Context: an optimization exercise on an open-source flow, tuned for small area, a short achievable clock period and few clock cycles per item. The choices shown serve that exercise and are no tape-out recipe. In this exercise RTL edits were held to simulation tests only and were not proved equivalent to the original. No activity file was given, so power comes from the tool's default toggle rates.

## dmem_responder
module dmem_responder #(
    parameter int unsigned DEPTH   = 64,
    parameter int unsigned ADDR_W  = 32,
    parameter int unsigned LATENCY = 2
) (
    input  logic              clk,
    input  logic              rst,
    input  logic              req_valid,
    output logic              req_ready,
    input  logic              req_we,
    input  logic [ADDR_W-1:0] req_addr,
    input  logic [2:0]        req_funct3,
    input  logic [31:0]       req_wdata,
    output logic              rsp_valid,
    input  logic              rsp_ready,
    output logic [31:0]       rsp_rdata,
    output logic              rsp_err,
    output logic              busy
);
    localparam int unsigned IDX_W = $clog2(DEPTH);
    logic [31:0] mem [DEPTH];
    logic unused_c;
    assign unused_c = ^{req_addr[ADDR_W-1:IDX_W+2]};
    logic [IDX_W-1:0] idx;
    logic [1:0]       off;
    logic [2:0]       f3;
    assign idx = req_addr[IDX_W+1:2];
    assign off = req_addr[1:0];
    assign f3  = req_funct3;
    logic err;
    assign err = (f3[1:0] == 2'b11) || (f3 == 3'b110) || (req_we && f3[2]) ||
  ...
Size: roughly 2300 flip-flops, about 110 I/O pins.
clock: 5.0 ns
lec_check: 0
cap_margin: 20
core_margin: 2
core_utilization: 65
cts_cluster_diameter: 80
cts_cluster_size: 30
setup_slack_margin: 2.75
slew_margin: 20
run.sh (not shown) runs the stock make flow with config.mk's settings and CLKGATE_MAP_FILE= SYNTH_SCRIPT=/design/flow/synth_recipe.tcl, a recipe that flattens the netlist after the stock synthesis.
The starting point completed without violations.
Testbench counts at the start, summed over its fixed seeds: cycles 4,816, items 4,800.
Next try:
- SETUP_SLACK_MARGIN: 2.75 -> 3.0
Outcome: Wire length grows by roughly a tenth; global-route usage came out higher by 2.8 points; critical path depth goes up by 3; first-iteration DRC count increases by roughly a tenth.
Next try:
- SETUP_SLACK_MARGIN: 3.0 -> 2.7
Result:
- The changed run completed with no timing, DRC or antenna violations
- final area fell by about 6%
- flip-flop and latch count is unchanged
- final cell count came out lower by 3.6%

The RTL this note starts from:
==> flow/design.v <==
module dmem_responder #(
    parameter int unsigned DEPTH   = 64,
    parameter int unsigned ADDR_W  = 32,
    parameter int unsigned LATENCY = 2
) (
    input  logic              clk,
    input  logic              rst,
    input  logic              req_valid,
    output logic              req_ready,
    input  logic              req_we,
    input  logic [ADDR_W-1:0] req_addr,
    input  logic [2:0]        req_funct3,
    input  logic [31:0]       req_wdata,
    output logic              rsp_valid,
    input  logic              rsp_ready,
    output logic [31:0]       rsp_rdata,
    output logic              rsp_err,
    output logic              busy
);
    localparam int unsigned IDX_W = $clog2(DEPTH);
    logic [31:0] mem [DEPTH];
    logic unused_c;
    assign unused_c = ^{req_addr[ADDR_W-1:IDX_W+2]};
    logic [IDX_W-1:0] idx;
    logic [1:0]       off;
    logic [2:0]       f3;
    assign idx = req_addr[IDX_W+1:2];
    assign off = req_addr[1:0];
    assign f3  = req_funct3;
    logic err;
    assign err = (f3[1:0] == 2'b11) || (f3 == 3'b110) || (req_we && f3[2]) ||
                 (f3[1:0] == 2'b01 && off[0]) || (f3[1:0] == 2'b10 && off != 2'b00);
    logic acc;
    assign acc = req_valid && req_ready;
    logic [3:0]  st_be;
    logic [31:0] st_wd;
    always_comb begin
        case (f3[1:0])
            2'b00: begin
                st_be = 4'b0001 << off;
                st_wd = {4{req_wdata[7:0]}};
            end
            2'b01: begin
                st_be = off[1] ? 4'b1100 : 4'b0011;
                st_wd = {2{req_wdata[15:0]}};
            end
            default: begin
                st_be = 4'b1111;
                st_wd = req_wdata;
            end
        endcase
    end
    logic do_st;
    assign do_st = acc && req_we && !err && rst;    
    always_ff @(posedge clk) begin
        for (int w = 0; w < DEPTH; w++) begin
            for (int b = 0; b < 4; b++) begin
                if (do_st && idx == IDX_W'(w) && st_be[b]) mem[w][8*b +: 8] <= st_wd[8*b +: 8];
            end
        end
    end
    localparam int unsigned NC = 4;
    logic [31:0] rd_l1 [DEPTH/4];
    logic [31:0] rd_c  [NC];
    always_comb begin
        for (int g = 0; g < DEPTH/4; g++) begin
            case (idx[1:0])
                2'd0:    rd_l1[g] = mem[4*g];
                2'd1:    rd_l1[g] = mem[4*g+1];
                2'd2:    rd_l1[g] = mem[4*g+2];
                default: rd_l1[g] = mem[4*g+3];
            endcase
        end
        for (int c = 0; c < NC; c++) begin
            case (idx[3:2])
                2'd0:    rd_c[c] = rd_l1[4*c];
                2'd1:    rd_c[c] = rd_l1[4*c+1];
                2'd2:    rd_c[c] = rd_l1[4*c+2];
                default: rd_c[c] = rd_l1[4*c+3];
            endcase
        end
    end
    logic       ld;
    logic [NC-1:0] hs;                               
    logic [3:0] lane0;
    logic [1:0] lane1;
    logic [3:0] sgl;
    logic [4*NC-1:0] n_b0, n_sg;
    logic [2*NC-1:0] n_b1;
    logic [NC-1:0]   n_wd;
    logic       n_x1, n_x2;
    always_comb begin
        ld    = !req_we && !err;
        hs    = NC'(1) << idx[5:4];
        lane0 = 4'd0;
        lane1 = 2'd0;
        sgl   = 4'd0;
        n_x1  = 1'b0;
        n_x2  = 1'b0;
        case (f3[1:0])
            2'b00: begin                             
                lane0 = 4'b0001 << off;
                if (!f3[2]) begin
                    sgl  = 4'b0001 << off;
                    n_x1 = 1'b1;
                    n_x2 = 1'b1;
                end
            end
            2'b01: begin                             
                lane0 = off[1] ? 4'b0100 : 4'b0001;
                lane1 = off[1] ? 2'b10 : 2'b01;
                if (!f3[2]) begin
                    sgl  = off[1] ? 4'b1000 : 4'b0010;
                    n_x2 = 1'b1;
                end
            end
            default: begin                           
                lane0 = 4'b0001;
                lane1 = 2'b01;
            end
        endcase
        if (!ld) begin
            lane0 = 4'd0;
            lane1 = 2'd0;
            sgl   = 4'd0;
        end
        for (int c = 0; c < NC; c++) begin
            n_b0[4*c +: 4] = hs[c] ? lane0 : 4'd0;
            n_b1[2*c +: 2] = hs[c] ? lane1 : 2'd0;
            n_sg[4*c +: 4] = hs[c] ? sgl : 4'd0;
            n_wd[c]        = hs[c] && ld && f3[1:0] == 2'b10;
        end
    end
    logic        s1_v, s1_err;
    logic [31:0]     s1_c [NC];
    logic [4*NC-1:0] s1_b0, s1_sg;
    logic [2*NC-1:0] s1_b1;
    logic [NC-1:0]   s1_wd;
    logic        s1_x1, s1_x2;
    always_ff @(posedge clk) begin
        for (int c = 0; c < NC; c++) s1_c[c] <= rd_c[c];
        s1_err  <= err;
        s1_b0   <= n_b0;
        s1_b1   <= n_b1;
        s1_sg   <= n_sg;
        s1_wd   <= n_wd;
        s1_x1   <= n_x1 && ld;
        s1_x2   <= n_x2 && ld;
    end
    logic        sign;
    logic [31:0] ext;
    always_comb begin
        sign = 1'b0;
        ext  = 32'd0;
        for (int c = 0; c < NC; c++) begin
            for (int l = 0; l < 4; l++) begin
                sign      = sign | (s1_sg[4*c+l] & s1_c[c][8*l+7]);
                ext[7:0]  = ext[7:0] | (s1_c[c][8*l +: 8] & {8{s1_b0[4*c+l]}});
            end
            ext[15:8]  = ext[15:8] | (s1_c[c][15:8] & {8{s1_b1[2*c]}})
                                   | (s1_c[c][31:24] & {8{s1_b1[2*c+1]}});
            ext[31:16] = ext[31:16] | (s1_c[c][31:16] & {16{s1_wd[c]}});
        end
        ext[15:8]  = ext[15:8]  | {8{sign & s1_x1}};
        ext[31:16] = ext[31:16] | {16{sign & s1_x2}};
    end
    logic        v0, v1, v2;
    logic [31:0] q1_data, q2_data;
    logic        q1_err, q2_err;
    logic        take;
    assign take = v0 && rsp_ready;
    logic [1:0] k, k_next;
    always_comb begin
        k      = 2'(v0) + 2'(v1) + 2'(v2);
        k_next = k - 2'(take) + 2'(s1_v);
    end
    always_ff @(posedge clk) begin
        if (!rst) begin
            s1_v      <= 1'b0;
            v0        <= 1'b0;
            v1        <= 1'b0;
            v2        <= 1'b0;
            req_ready <= 1'b0;
            busy      <= 1'b0;
        end else begin
            s1_v      <= acc;
            v0        <= k_next >= 2'd1;
            v1        <= k_next >= 2'd2;
            v2        <= k_next == 2'd3;
            req_ready <= (3'(k_next) + 3'(acc)) <= 3'd2;
            busy      <= (k_next != 2'd0) || acc;
        end
    end
    assign rsp_valid = v0;
    always_ff @(posedge clk) begin
        if (!v0 || take) begin
            rsp_rdata <= v1 ? q1_data : ext;
            rsp_err   <= v1 ? q1_err  : s1_err;
        end
        if (take) begin
            q1_data <= v2 ? q2_data : ext;
            q1_err  <= v2 ? q2_err  : s1_err;
        end else if (!v1) begin
            q1_data <= ext;
            q1_err  <= s1_err;
        end
        if (!v2 || take) begin
            q2_data <= ext;
            q2_err  <= s1_err;
        end
    end
endmodule
export LEC_CHECK = 0
export CAP_MARGIN = 20
export CORE_MARGIN = 2
export CORE_UTILIZATION = 65
export CTS_CLUSTER_DIAMETER = 80
export CTS_CLUSTER_SIZE = 30
export SETUP_SLACK_MARGIN = 2.6
export SLEW_MARGIN = 20
create_clock -name core_clock -period 5.0 [get_ports {clk}]
Testbench counts at the start, summed over its fixed seeds: cycles 4,816, items 4,800.
Then changed:
--- a/flow/config.mk
+++ b/flow/config.mk
@@ -13 +13 @@
-export SETUP_SLACK_MARGIN = 2.6
+export SETUP_SLACK_MARGIN = 2.8
Power climbs by 0.46%.
Worst hold slack barely changes.
Combinational power climbs by about 6%.
Die area is unchanged.
Then changed:
--- a/flow/config.mk
+++ b/flow/config.mk
@@ -13 +13 @@
-export SETUP_SLACK_MARGIN = 2.8
+export SETUP_SLACK_MARGIN = 2.85
Synthesized area is unchanged.
Design area came out higher slightly.
Sequential cell count is unchanged.
Clock-buffer cell count does not change.
Combinational power climbs by a few percent.
Wire length increases slightly.
Non-clock buffer count rose by 13.
Clock power barely changes.
Die area does not change.
Clock skew barely changes.
Cell count hardly moves.
Then changed:
--- a/flow/config.mk
+++ b/flow/config.mk
@@ -13 +13,2 @@
-export SETUP_SLACK_MARGIN = 2.85
+export GPL_ROUTABILITY_DRIVEN = 0
+export SETUP_SLACK_MARGIN = 2.6
The changed run produced a clean layout.
Cell area fell slightly.
Worst hold slack improved by 0.020 ns.
Total power fell slightly.
Global-route usage fell by 0.91 points.
Clock-buffer cell count rose by 9.
Then changed:
--- a/flow/config.mk
+++ b/flow/config.mk
@@ -13 +13 @@
-export GPL_ROUTABILITY_DRIVEN = 0
+export PLACE_DENSITY = 0.75
Worst hold slack loses 0.011 ns.
Clock skew is higher by 0.013 ns.
Core utilization is lower by 1.9 points.
Sequential share of layout area is higher by 1.7 points.
Register-to-register slack gains 0.04 ns.
Total power is lower slightly.
Critical path depth is lower by 2.

## the previous run
// dmem_responder: RTL as listed in full above, without the edits since
==> flow/config.mk <==
export PLATFORM = sky130hd
export DESIGN_NAME = dmem_responder
export DESIGN_NICKNAME = dmem_responder
export VERILOG_FILES = /design/flow/design.v
export SDC_FILE = /design/flow/constraint.sdc
export NUM_CORES = 4
export LEC_CHECK = 0
export CAP_MARGIN = 20
export CORE_MARGIN = 2
export CORE_UTILIZATION = 70
export CTS_CLUSTER_DIAMETER = 80
export CTS_CLUSTER_SIZE = 30
export PLACE_DENSITY = 0.8
export SETUP_SLACK_MARGIN = 2.6
export SLEW_MARGIN = 20
==> flow/constraint.sdc <==
create_clock -name core_clock -period 5.0 [get_ports {clk}]
set_input_delay 1.0000 -clock core_clock [delete_from_list [all_inputs] [get_ports {clk}]]
set_output_delay 1.0000 -clock core_clock [all_outputs]
set_load 0.01 [all_outputs]
Testbench counts of the previous run, summed over its fixed seeds: cycles 4,816, items 4,800.
The inputs of the current run differ from those of the previous run as listed below.
- a change of CAP_MARGIN from 20 to 10
- a change of CORE_UTILIZATION from 70 to 65
- a change of SLEW_MARGIN from 20 to 10
- a deleted PLACE_DENSITY that had been 0.8
The higher final setup slack of the worst path of the previous run and the current run is in the current run.
First-pass GRT wire length shrinks by a few percent when moving from the previous run to the current run.
Comparing the previous run and the current run, the lower share of power burned in combinational logic is on the current run.
Comparing the previous run and the current run, the lower total non-filler cell area in the finished layout was measured on the previous run.
The initial standard-cell utilization of the core number comes out lower for the current run vs the previous run.

==> re-timing with driven ports <==
Ports are ideal in the flow. The routed layouts listed here were re-timed in OpenROAD. Step 1 (the two cells are an assumption about what drives the block):
set clk [get_ports {clk}]
set_driving_cell -lib_cell sky130_fd_sc_hd__clkbuf_16 $clk
set_driving_cell -lib_cell sky130_fd_sc_hd__buf_2 [delete_from_list [all_inputs] $clk]
Step 2 times the ports against the registers' clock, not the clock port: input delays grow and output delays shrink by t, the midpoint of the rising clock arrivals with the driver on. Slacks: no drivers / after step 1 / after step 2; pairs: no drivers / after step 1.
run | t, ns | setup slack, ns | worst slew at a driven data input, ns
the first run of note 1 | 0.842 | 2.627 / 2.396 / 1.554 | 0.34
the second run of note 1 | 0.851 | 2.672 / 2.592 / 1.750 | 0.44
the third run of note 1 | 0.832 | 2.568 / 2.516 / 1.684 | 0.33
the first run of note 2 | 0.831 | 2.507 / 2.382 / 1.551 | 0.29
the second run of note 2 | 0.839 | 2.689 / 2.528 / 1.689 | 0.32
the third run of note 2 | 0.847 | 2.675 / 2.547 / 1.700 | 0.46
the fourth run of note 2 | 0.845 | 2.449 / 2.454 / 1.610 | 0.23
the fifth run of note 2 | 0.836 | 2.476 / 2.414 / 1.578 | 0.18
the previous run | 0.812 | 2.467 / 2.460 / 1.648 | 0.19
the current run | 0.833 | 2.490 / 2.377 / 1.544 | 0.29
After both steps every run listed still meets setup and hold. For the first run of note 1, which loses most, drivers alone change the setup slack by -0.231 ns; drivers and shift together by -1.073 ns.
